This is an optimization exercise on Yosys and OpenROAD, whose aim is small area and few clock cycles per item, not a production implementation.
Where RTL was checked, it was by simulation tests only, not by an equivalence proof against the original.
No activity file was given, so power comes from the tool's default toggle rates.

==> module fpu_mul_lopd48, before the edit <==
module fpu_mul_lopd48 #(
  parameter int SIZE_LOPD = 8
) (
  input  logic [46:0]          prod_low,
  output logic [SIZE_LOPD-1:0] one_pos,
  output logic                 all_zero
);
  logic [63:0] x;
  logic [31:0] v1;
  logic [31:0] c1;
  logic [15:0] v2;
  logic [1:0]  c2 [16];
  logic [7:0]  v4;
  logic [2:0]  c4 [8];
  logic [3:0]  v8;
  logic [3:0]  c8 [4];
  logic [1:0]  v16;
  logic [4:0]  c16 [2];
  logic [5:0]  lz;
  assign x = {prod_low, 1'b1, 16'b0};
  always_comb begin
    for (int i = 0; i < 32; i++) begin
      v1[i] = x[2*i+1] | x[2*i];
      c1[i] = ~x[2*i+1];
    end
    for (int i = 0; i < 16; i++) begin
      v2[i] = v1[2*i+1] | v1[2*i];
      c2[i] = v1[2*i+1] ? {1'b0, c1[2*i+1]} : {1'b1, c1[2*i]};
    end
    for (int i = 0; i < 8; i++) begin
      v4[i] = v2[2*i+1] | v2[2*i];
      c4[i] = v2[2*i+1] ? {1'b0, c2[2*i+1]} : {1'b1, c2[2*i]};
    end
    for (int i = 0; i < 4; i++) begin
      v8[i] = v4[2*i+1] | v4[2*i];
      c8[i] = v4[2*i+1] ? {1'b0, c4[2*i+1]} : {1'b1, c4[2*i]};
    end
    for (int i = 0; i < 2; i++) begin
      v16[i] = v8[2*i+1] | v8[2*i];
      c16[i] = v8[2*i+1] ? {1'b0, c8[2*i+1]} : {1'b1, c8[2*i]};
    end
    lz = v16[1] ? {1'b0, c16[1]} : {1'b1, c16[0]};
  end
  assign all_zero = ~|prod_low;
  assign one_pos  = all_zero ? '0 : SIZE_LOPD'(lz);
endmodule
==> module fpu_mul_prenorm_pipe, before the edit <==
module fpu_mul_prenorm_pipe #(
  parameter int SIZE_DATA = 8,
  parameter int SIZE_MANT = 24,
  parameter int SIZE_LOPD = 8,
  parameter int BIAS      = 127
) (
  input  logic                   i_clk,
  input  logic                   i_rst_n,
  input  logic                   i_valid,
  output logic                   o_ready,
  input  logic [31:0]            i_data_a,
  input  logic [31:0]            i_data_b,
  output logic                   o_valid,
  input  logic                   i_ready,
  output logic                   o_sign,
  output logic [SIZE_DATA-1:0]   o_data_exp,
  output logic                   o_exp_oor,
  output logic [2*SIZE_MANT-1:0] o_mant_prod,
  output logic                   o_ov_flag,
  output logic                   o_un_flag,
  output logic [SIZE_LOPD-1:0]   o_one_pos,
  output logic                   o_zero_flag
);
  localparam int FP_W    = fpu_mul_pkg::FP_W;
  localparam int EXP_W   = fpu_mul_pkg::EXP_W;
  localparam int FRAC_W  = fpu_mul_pkg::FRAC_W;
  localparam int NBLK    = 8;
  logic                       a_nz, b_nz;
  logic [EXP_W-1:0]           ea, eb;
  logic [SIZE_MANT-1:0]       ma, mb;
  logic [EXP_W:0]             exp_t;
  logic                       exp_oor;
  logic                       r_valid;
  logic                       r_sign;
  logic [SIZE_DATA-1:0]       r_exp;
  logic                       r_oor;
  logic [2*SIZE_MANT-1:0]     r_sn;
  logic [NBLK-2:0]            r_gn;
  logic [2*SIZE_MANT-1:0]     r_prod;
  logic                       load;
  logic [SIZE_LOPD-1:0]       lopd_pos;
  logic                       lopd_zero;
  logic [2*SIZE_MANT-1:0]     mul_sn;
  logic [NBLK-2:0]            mul_gn;
  assign a_nz = |i_data_a[FP_W-2:FRAC_W];
  assign b_nz = |i_data_b[FP_W-2:FRAC_W];
  assign ea   = a_nz ? i_data_a[FP_W-2:FRAC_W] : EXP_W'(1);
  assign eb   = b_nz ? i_data_b[FP_W-2:FRAC_W] : EXP_W'(1);
  assign ma   = {a_nz, i_data_a[FRAC_W-1:0]};
  assign mb   = {b_nz, i_data_b[FRAC_W-1:0]};
  assign exp_t   = {1'b0, ea} + {1'b0, eb} + (EXP_W+1)'(1);
  assign exp_oor = exp_t[EXP_W] ? (exp_t[EXP_W-1] | (&exp_t[EXP_W-2:0]))
                                : (~exp_t[EXP_W-1] | ~(|exp_t[EXP_W-2:0]));
  fpu_mul_mant_mul u_mul (.a(ma), .b(mb), .sn(mul_sn), .gn(mul_gn));
  assign load    = ~r_valid | i_ready;
  assign o_ready = load;
  always_ff @(posedge i_clk or negedge i_rst_n) begin
    if (!i_rst_n) r_valid <= 1'b0;
    else if (load) r_valid <= i_valid;
  end
  always_ff @(posedge i_clk) begin
    if (load && i_valid) begin
      r_sign <= i_data_a[FP_W-1] ^ i_data_b[FP_W-1];
      r_exp  <= {~exp_t[EXP_W-1], exp_t[EXP_W-2:0]};
      r_oor  <= exp_oor;
      r_sn   <= mul_sn;
      r_gn   <= mul_gn;
    end
  end
  fpu_mul_mant_fin u_fin (.sn(r_sn), .gn(r_gn), .p(r_prod));
  fpu_mul_lopd48 #(.SIZE_LOPD(SIZE_LOPD)) u_lopd (
    .prod_low (r_prod[46:0]),
    .one_pos  (lopd_pos),
    .all_zero (lopd_zero)
  );
  assign o_valid     = r_valid;
  assign o_sign      = r_sign;
  assign o_data_exp  = r_exp;
  assign o_exp_oor   = r_oor;
  assign o_mant_prod = r_prod;
  assign o_ov_flag   = r_prod[47];
  assign o_un_flag   = ~r_prod[47] & r_prod[46];
  assign o_zero_flag = ~r_prod[47] & lopd_zero;
  assign o_one_pos   = (r_prod[47] | r_prod[46]) ? '0 : lopd_pos;
endmodule
export LEC_CHECK = 0
export CAP_MARGIN = 20
export CORE_MARGIN = 2
export CORE_UTILIZATION = 40
export CTS_BUF_LIST = sky130_fd_sc_hd__clkbuf_8
export GPL_TIMING_DRIVEN = 0
export SLEW_MARGIN = 20
export SYNTH_HIERARCHICAL = 1
export SYNTH_MINIMUM_KEEP_SIZE = 0
create_clock -name core_clock -period 8.0 [get_ports {i_clk}]
standard.sh (not shown) runs the stock make flow with config.mk's settings and CLKGATE_MAP_FILE= SYNTH_SCRIPT=/design/flow/synth_recipe.tcl, a recipe that flattens the netlist after the stock synthesis.
==> flow/flow/run.sh <==
#!/bin/bash
# The standard layout, except that the port buffers are sky130_fd_sc_hd__buf_1
# cells (resized later by repair as needed) instead of the delay cells
# buffer_ports picks by default. Every port still gets its own buffer.
set -euo pipefail
bash standard.sh 'BUFFER_PORTS_ARGS=-buffer_cell sky130_fd_sc_hd__buf_1' finish > orfs_make.log 2>&1
Next try:
--- a/flow/design.v
+++ b/flow/design.v
@@ -25,12 +25,13 @@
 endpackage
 module fpu_mul_lopd48 #(
   parameter int SIZE_LOPD = 8
 ) (
-  input  logic [46:0]          prod_low,
+  input  logic [47:0]          prod,
   output logic [SIZE_LOPD-1:0] one_pos,
-  output logic                 all_zero
+  output logic                 zero
 );
+  logic        low_zero;
   logic [63:0] x;
   logic [31:0] v1;
   logic [31:0] c1;
   logic [15:0] v2;
@@ -41,9 +42,9 @@
   logic [3:0]  c8 [4];
   logic [1:0]  v16;
   logic [4:0]  c16 [2];
   logic [5:0]  lz;
-  assign x = {prod_low, 1'b1, 16'b0};
+  assign x = {prod[46:0], 1'b1, 16'b0};
   always_comb begin
     for (int i = 0; i < 32; i++) begin
       v1[i] = x[2*i+1] | x[2*i];
       c1[i] = ~x[2*i+1];
@@ -65,10 +66,11 @@
       c16[i] = v8[2*i+1] ? {1'b0, c8[2*i+1]} : {1'b1, c8[2*i]};
     end
     lz = v16[1] ? {1'b0, c16[1]} : {1'b1, c16[0]};
   end
-  assign all_zero = ~|prod_low;
-  assign one_pos  = all_zero ? '0 : SIZE_LOPD'(lz);
+  assign low_zero = ~|prod[46:0];
+  assign zero     = ~prod[47] & low_zero;
+  assign one_pos  = (prod[47] | low_zero) ? '0 : SIZE_LOPD'(lz);
 endmodule
 module fpu_mul_prenorm_pipe #(
   parameter int SIZE_DATA = 8,
   parameter int SIZE_MANT = 24,
@@ -108,10 +110,8 @@
   logic [2*SIZE_MANT-1:0]     r_sn;
   logic [NBLK-2:0]            r_gn;
   logic [2*SIZE_MANT-1:0]     r_prod;
   logic                       load;
-  logic [SIZE_LOPD-1:0]       lopd_pos;
-  logic                       lopd_zero;
   logic [2*SIZE_MANT-1:0]     mul_sn;
   logic [NBLK-2:0]            mul_gn;
   assign a_nz = |i_data_a[FP_W-2:FRAC_W];
   assign b_nz = |i_data_b[FP_W-2:FRAC_W];
@@ -139,21 +139,19 @@
     end
   end
   fpu_mul_mant_fin u_fin (.sn(r_sn), .gn(r_gn), .p(r_prod));
   fpu_mul_lopd48 #(.SIZE_LOPD(SIZE_LOPD)) u_lopd (
-    .prod_low (r_prod[46:0]),
-    .one_pos  (lopd_pos),
-    .all_zero (lopd_zero)
+    .prod    (r_prod),
+    .one_pos (o_one_pos),
+    .zero    (o_zero_flag)
   );
   assign o_valid     = r_valid;
   assign o_sign      = r_sign;
   assign o_data_exp  = r_exp;
   assign o_exp_oor   = r_oor;
   assign o_mant_prod = r_prod;
   assign o_ov_flag   = r_prod[47];
   assign o_un_flag   = ~r_prod[47] & r_prod[46];
-  assign o_zero_flag = ~r_prod[47] & lopd_zero;
-  assign o_one_pos   = (r_prod[47] | r_prod[46]) ? '0 : lopd_pos;
 endmodule
 module fpu_mul_mant_mul (
   input  logic [23:0] a,
   input  logic [23:0] b,
After rerunning: Final cell count is lower by about 0.6%. Power is lower by 1.5%. Synthesized area is lower by about 0.6%. Worst setup slack got worse by 0.083 ns. Hold slack improved by 0.0053 ns. First-iteration DRC count is higher by about 5.4%. Via count is lower by about 0.56%. Routed wire length is about the same. Combinational power is lower by about 1%. Final area is lower by about 0.8%.
Testbench counts after the change, summed over its fixed seeds: cycles 24,008, items 24,000.
The RTL of the first run of this note was laid out without a check of its function.

---

main:
Another version of the RTL of fpu_mul_prenorm_pipe (not shown whole).
Size in the first run: about 1,400 cells after synthesis, about 140 I/O pins, about 0.016 mm2 of cells after synthesis.
==> module fpu_mul_prenorm_pipe, before the edit <==
module fpu_mul_prenorm_pipe #(
  parameter int SIZE_DATA = 8,
  parameter int SIZE_MANT = 24,
  parameter int SIZE_LOPD = 8,
  parameter int BIAS      = 127
) (
  input  logic                   i_clk,
  input  logic                   i_rst_n,
  input  logic                   i_valid,
  output logic                   o_ready,
  input  logic [31:0]            i_data_a,
  input  logic [31:0]            i_data_b,
  output logic                   o_valid,
  input  logic                   i_ready,
  output logic                   o_sign,
  output logic [SIZE_DATA-1:0]   o_data_exp,
  output logic                   o_exp_oor,
  output logic [2*SIZE_MANT-1:0] o_mant_prod,
  output logic                   o_ov_flag,
  output logic                   o_un_flag,
  output logic [SIZE_LOPD-1:0]   o_one_pos,
  output logic                   o_zero_flag
);
  localparam int FP_W    = fpu_mul_pkg::FP_W;
  localparam int EXP_W   = fpu_mul_pkg::EXP_W;
  localparam int FRAC_W  = fpu_mul_pkg::FRAC_W;
  localparam int NBLK    = 9;
  logic                       a_nz, b_nz;
  logic [EXP_W-1:0]           ea, eb;
  logic [SIZE_MANT-1:0]       ma, mb;
  logic [EXP_W:0]             exp_t;
  logic                       exp_oor;
  logic                       r_valid;
  logic                       r_sign;
  logic [SIZE_DATA-1:0]       r_exp;
  logic                       r_oor;
  logic [2*SIZE_MANT-1:0]     r_sn;
  logic [NBLK-2:0]            r_gn;
  logic [2*SIZE_MANT-1:0]     r_prod;
  logic                       load;
  logic [SIZE_LOPD-1:0]       lopd_pos;
  logic                       lopd_zero;
  logic [2*SIZE_MANT-1:0]     mul_sn;
  logic [NBLK-2:0]            mul_gn;
  assign a_nz = |i_data_a[FP_W-2:FRAC_W];
  assign b_nz = |i_data_b[FP_W-2:FRAC_W];
  assign ea   = a_nz ? i_data_a[FP_W-2:FRAC_W] : EXP_W'(1);
  assign eb   = b_nz ? i_data_b[FP_W-2:FRAC_W] : EXP_W'(1);
  assign ma   = {a_nz, i_data_a[FRAC_W-1:0]};
  assign mb   = {b_nz, i_data_b[FRAC_W-1:0]};
  assign exp_t   = {1'b0, ea} + {1'b0, eb} + (EXP_W+1)'(1);
  assign exp_oor = exp_t[EXP_W] ? (exp_t[EXP_W-1] | (&exp_t[EXP_W-2:0]))
                                : (~exp_t[EXP_W-1] | ~(|exp_t[EXP_W-2:0]));
  fpu_mul_mant_mul u_mul (.a(ma), .b(mb), .sn(mul_sn), .gn(mul_gn));
  assign load    = ~r_valid | i_ready;
  assign o_ready = load;
  always_ff @(posedge i_clk or negedge i_rst_n) begin
    if (!i_rst_n) r_valid <= 1'b0;
    else if (load) r_valid <= i_valid;
  end
  always_ff @(posedge i_clk) begin
    if (load && i_valid) begin
      r_sign <= i_data_a[FP_W-1] ^ i_data_b[FP_W-1];
      r_exp  <= {~exp_t[EXP_W-1], exp_t[EXP_W-2:0]};
      r_oor  <= exp_oor;
      r_sn   <= mul_sn;
      r_gn   <= mul_gn;
    end
  end
  fpu_mul_mant_fin u_fin (.sn(r_sn), .gn(r_gn), .p(r_prod));
  fpu_mul_lopd48 #(.SIZE_LOPD(SIZE_LOPD)) u_lopd (
    .prod_low (r_prod[46:0]),
    .one_pos  (lopd_pos),
    .all_zero (lopd_zero)
  );
  assign o_valid     = r_valid;
  assign o_sign      = r_sign;
  assign o_data_exp  = r_exp;
  assign o_exp_oor   = r_oor;
  assign o_mant_prod = r_prod;
  assign o_ov_flag   = r_prod[47];
  assign o_un_flag   = ~r_prod[47] & r_prod[46];
  assign o_zero_flag = ~r_prod[47] & lopd_zero;
  assign o_one_pos   = (r_prod[47] | r_prod[46]) ? '0 : lopd_pos;
endmodule
make LEC_CHECK=0 CAP_MARGIN=20 CORE_MARGIN=2 CORE_UTILIZATION=40 SLEW_MARGIN=20 SYNTH_HIERARCHICAL=1 SYNTH_MINIMUM_KEEP_SIZE=0 finish   # period 8.0 ns
run.sh (not shown) runs the stock make flow with config.mk's settings and CLKGATE_MAP_FILE= SYNTH_SCRIPT=/design/flow/synth_recipe.tcl, a recipe that flattens the netlist after the stock synthesis.
Stock flow here: none of the scripts above is used.
Testbench counts of main, summed over its fixed seeds: cycles 24,008, items 24,000.
### main -> the feature branch
--- a/flow/design.v
+++ b/flow/design.v
@@ -31,42 +31,11 @@
   output logic                 all_zero
 );
-  logic [63:0] x;
-  logic [31:0] v1;
-  logic [31:0] c1;
-  logic [15:0] v2;
-  logic [1:0]  c2 [16];
-  logic [7:0]  v4;
-  logic [2:0]  c4 [8];
-  logic [3:0]  v8;
-  logic [3:0]  c8 [4];
-  logic [1:0]  v16;
-  logic [4:0]  c16 [2];
-  logic [5:0]  lz;
-  assign x = {prod_low, 1'b1, 16'b0};
   always_comb begin
-    for (int i = 0; i < 32; i++) begin
-      v1[i] = x[2*i+1] | x[2*i];
-      c1[i] = ~x[2*i+1];
+    one_pos = '0;
+    for (int i = 0; i < 47; i++) begin
+      if (prod_low[i]) one_pos = SIZE_LOPD'(46 - i);
     end
-    for (int i = 0; i < 16; i++) begin
-      v2[i] = v1[2*i+1] | v1[2*i];
-      c2[i] = v1[2*i+1] ? {1'b0, c1[2*i+1]} : {1'b1, c1[2*i]};
-    end
-    for (int i = 0; i < 8; i++) begin
-      v4[i] = v2[2*i+1] | v2[2*i];
-      c4[i] = v2[2*i+1] ? {1'b0, c2[2*i+1]} : {1'b1, c2[2*i]};
-    end
-    for (int i = 0; i < 4; i++) begin
-      v8[i] = v4[2*i+1] | v4[2*i];
-      c8[i] = v4[2*i+1] ? {1'b0, c4[2*i+1]} : {1'b1, c4[2*i]};
-    end
-    for (int i = 0; i < 2; i++) begin
-      v16[i] = v8[2*i+1] | v8[2*i];
-      c16[i] = v8[2*i+1] ? {1'b0, c8[2*i+1]} : {1'b1, c8[2*i]};
-    end
-    lz = v16[1] ? {1'b0, c16[1]} : {1'b1, c16[0]};
   end
   assign all_zero = ~|prod_low;
-  assign one_pos  = all_zero ? '0 : SIZE_LOPD'(lz);
 endmodule
 module fpu_mul_prenorm_pipe #(
@@ -96,10 +65,11 @@
   localparam int EXP_W   = fpu_mul_pkg::EXP_W;
   localparam int FRAC_W  = fpu_mul_pkg::FRAC_W;
+  localparam int EXP_MAX = fpu_mul_pkg::EXP_MAX;
+  localparam int SUM_W   = SIZE_DATA + 2;
   localparam int NBLK    = 9;
   logic                       a_nz, b_nz;
   logic [EXP_W-1:0]           ea, eb;
   logic [SIZE_MANT-1:0]       ma, mb;
-  logic [EXP_W:0]             exp_t;
-  logic                       exp_oor;
+  logic signed [SUM_W-1:0]    exp_sum;
   logic                       r_valid;
   logic                       r_sign;
@@ -120,7 +90,5 @@
   assign ma   = {a_nz, i_data_a[FRAC_W-1:0]};
   assign mb   = {b_nz, i_data_b[FRAC_W-1:0]};
-  assign exp_t   = {1'b0, ea} + {1'b0, eb} + (EXP_W+1)'(1);
-  assign exp_oor = exp_t[EXP_W] ? (exp_t[EXP_W-1] | (&exp_t[EXP_W-2:0]))
-                                : (~exp_t[EXP_W-1] | ~(|exp_t[EXP_W-2:0]));
+  assign exp_sum = $signed({2'b00, ea}) + $signed({2'b00, eb}) - SUM_W'(BIAS);
   fpu_mul_mant_mul u_mul (.a(ma), .b(mb), .sn(mul_sn), .gn(mul_gn));
   assign load    = ~r_valid | i_ready;
@@ -133,6 +101,6 @@
     if (load && i_valid) begin
       r_sign <= i_data_a[FP_W-1] ^ i_data_b[FP_W-1];
-      r_exp  <= {~exp_t[EXP_W-1], exp_t[EXP_W-2:0]};
-      r_oor  <= exp_oor;
+      r_exp  <= exp_sum[SIZE_DATA-1:0];
+      r_oor  <= (exp_sum < SUM_W'(1)) || (exp_sum > SUM_W'(EXP_MAX));
       r_sn   <= mul_sn;
       r_gn   <= mul_gn;
### Flow results
Compared with main, the feature branch degrades routed wire length. Looking at the feature branch and main, the global-route usage is a wash. Worst setup timing slack at the placement stage ends up higher on main. The feature branch does worse than main on clock group power. Re distinct cell type count after synthesis: no difference whatsoever between the feature branch and main. Across both runs, clock-buffer cell count was higher for the feature branch than for main. The setup slack of the feature branch is larger than that of main. Compare the feature branch and main | worst-case headroom to the max-slew limit lower: the feature branch. The feature branch against main: cell count rose by 0.83%; sequential share of layout area now sits at about the same level; via count has increased. main reports its termination of the worst setup path as r_sn[26] while the feature branch reports r_sn[35]. Footprint of the multi-input gates grows slightly when moving from main to the feature branch. Comparing the two runs side by side, the feature branch comes out ahead of main on timing-limited maximum frequency.
Only the layout flow was run in the feature branch; the RTL was not checked for function there.

==> what the ideal ports hide <==
No port has a modelled driver above. Below, the same layouts with a new extraction and two added sets of constraints. Step 1 (the two cells are an assumption about what drives the block):
set clk [get_ports {i_clk}]
set_driving_cell -lib_cell sky130_fd_sc_hd__clkbuf_16 $clk
set_driving_cell -lib_cell sky130_fd_sc_hd__buf_2 [delete_from_list [all_inputs] $clk]
Step 2 times the ports against the registers' clock, not the clock port: input delays grow and output delays shrink by t, the midpoint of the rising clock arrivals with the driver on. a / b / c = no drivers / after step 1 / after step 2; a / b = the first two.
run	t (ns)	setup slack, ns	clock arrival spread, ns
the first run of note 1	0.384	0.434 / 0.444 / 0.060	0.016 / 0.016
the second run of note 1	0.380	0.351 / 0.353 / -0.026	0.012 / 0.013
main	0.382	0.522 / 0.550 / 0.168	0.008 / 0.007
the feature branch	0.385	0.561 / 0.584 / 0.199	0.008 / 0.008
With both steps, setup timing fails in the second run of note 1, where it was met with ideal ports. For the second run of note 1, which loses most, drivers alone change the setup slack by +0.002 ns; drivers and shift together by -0.377 ns.
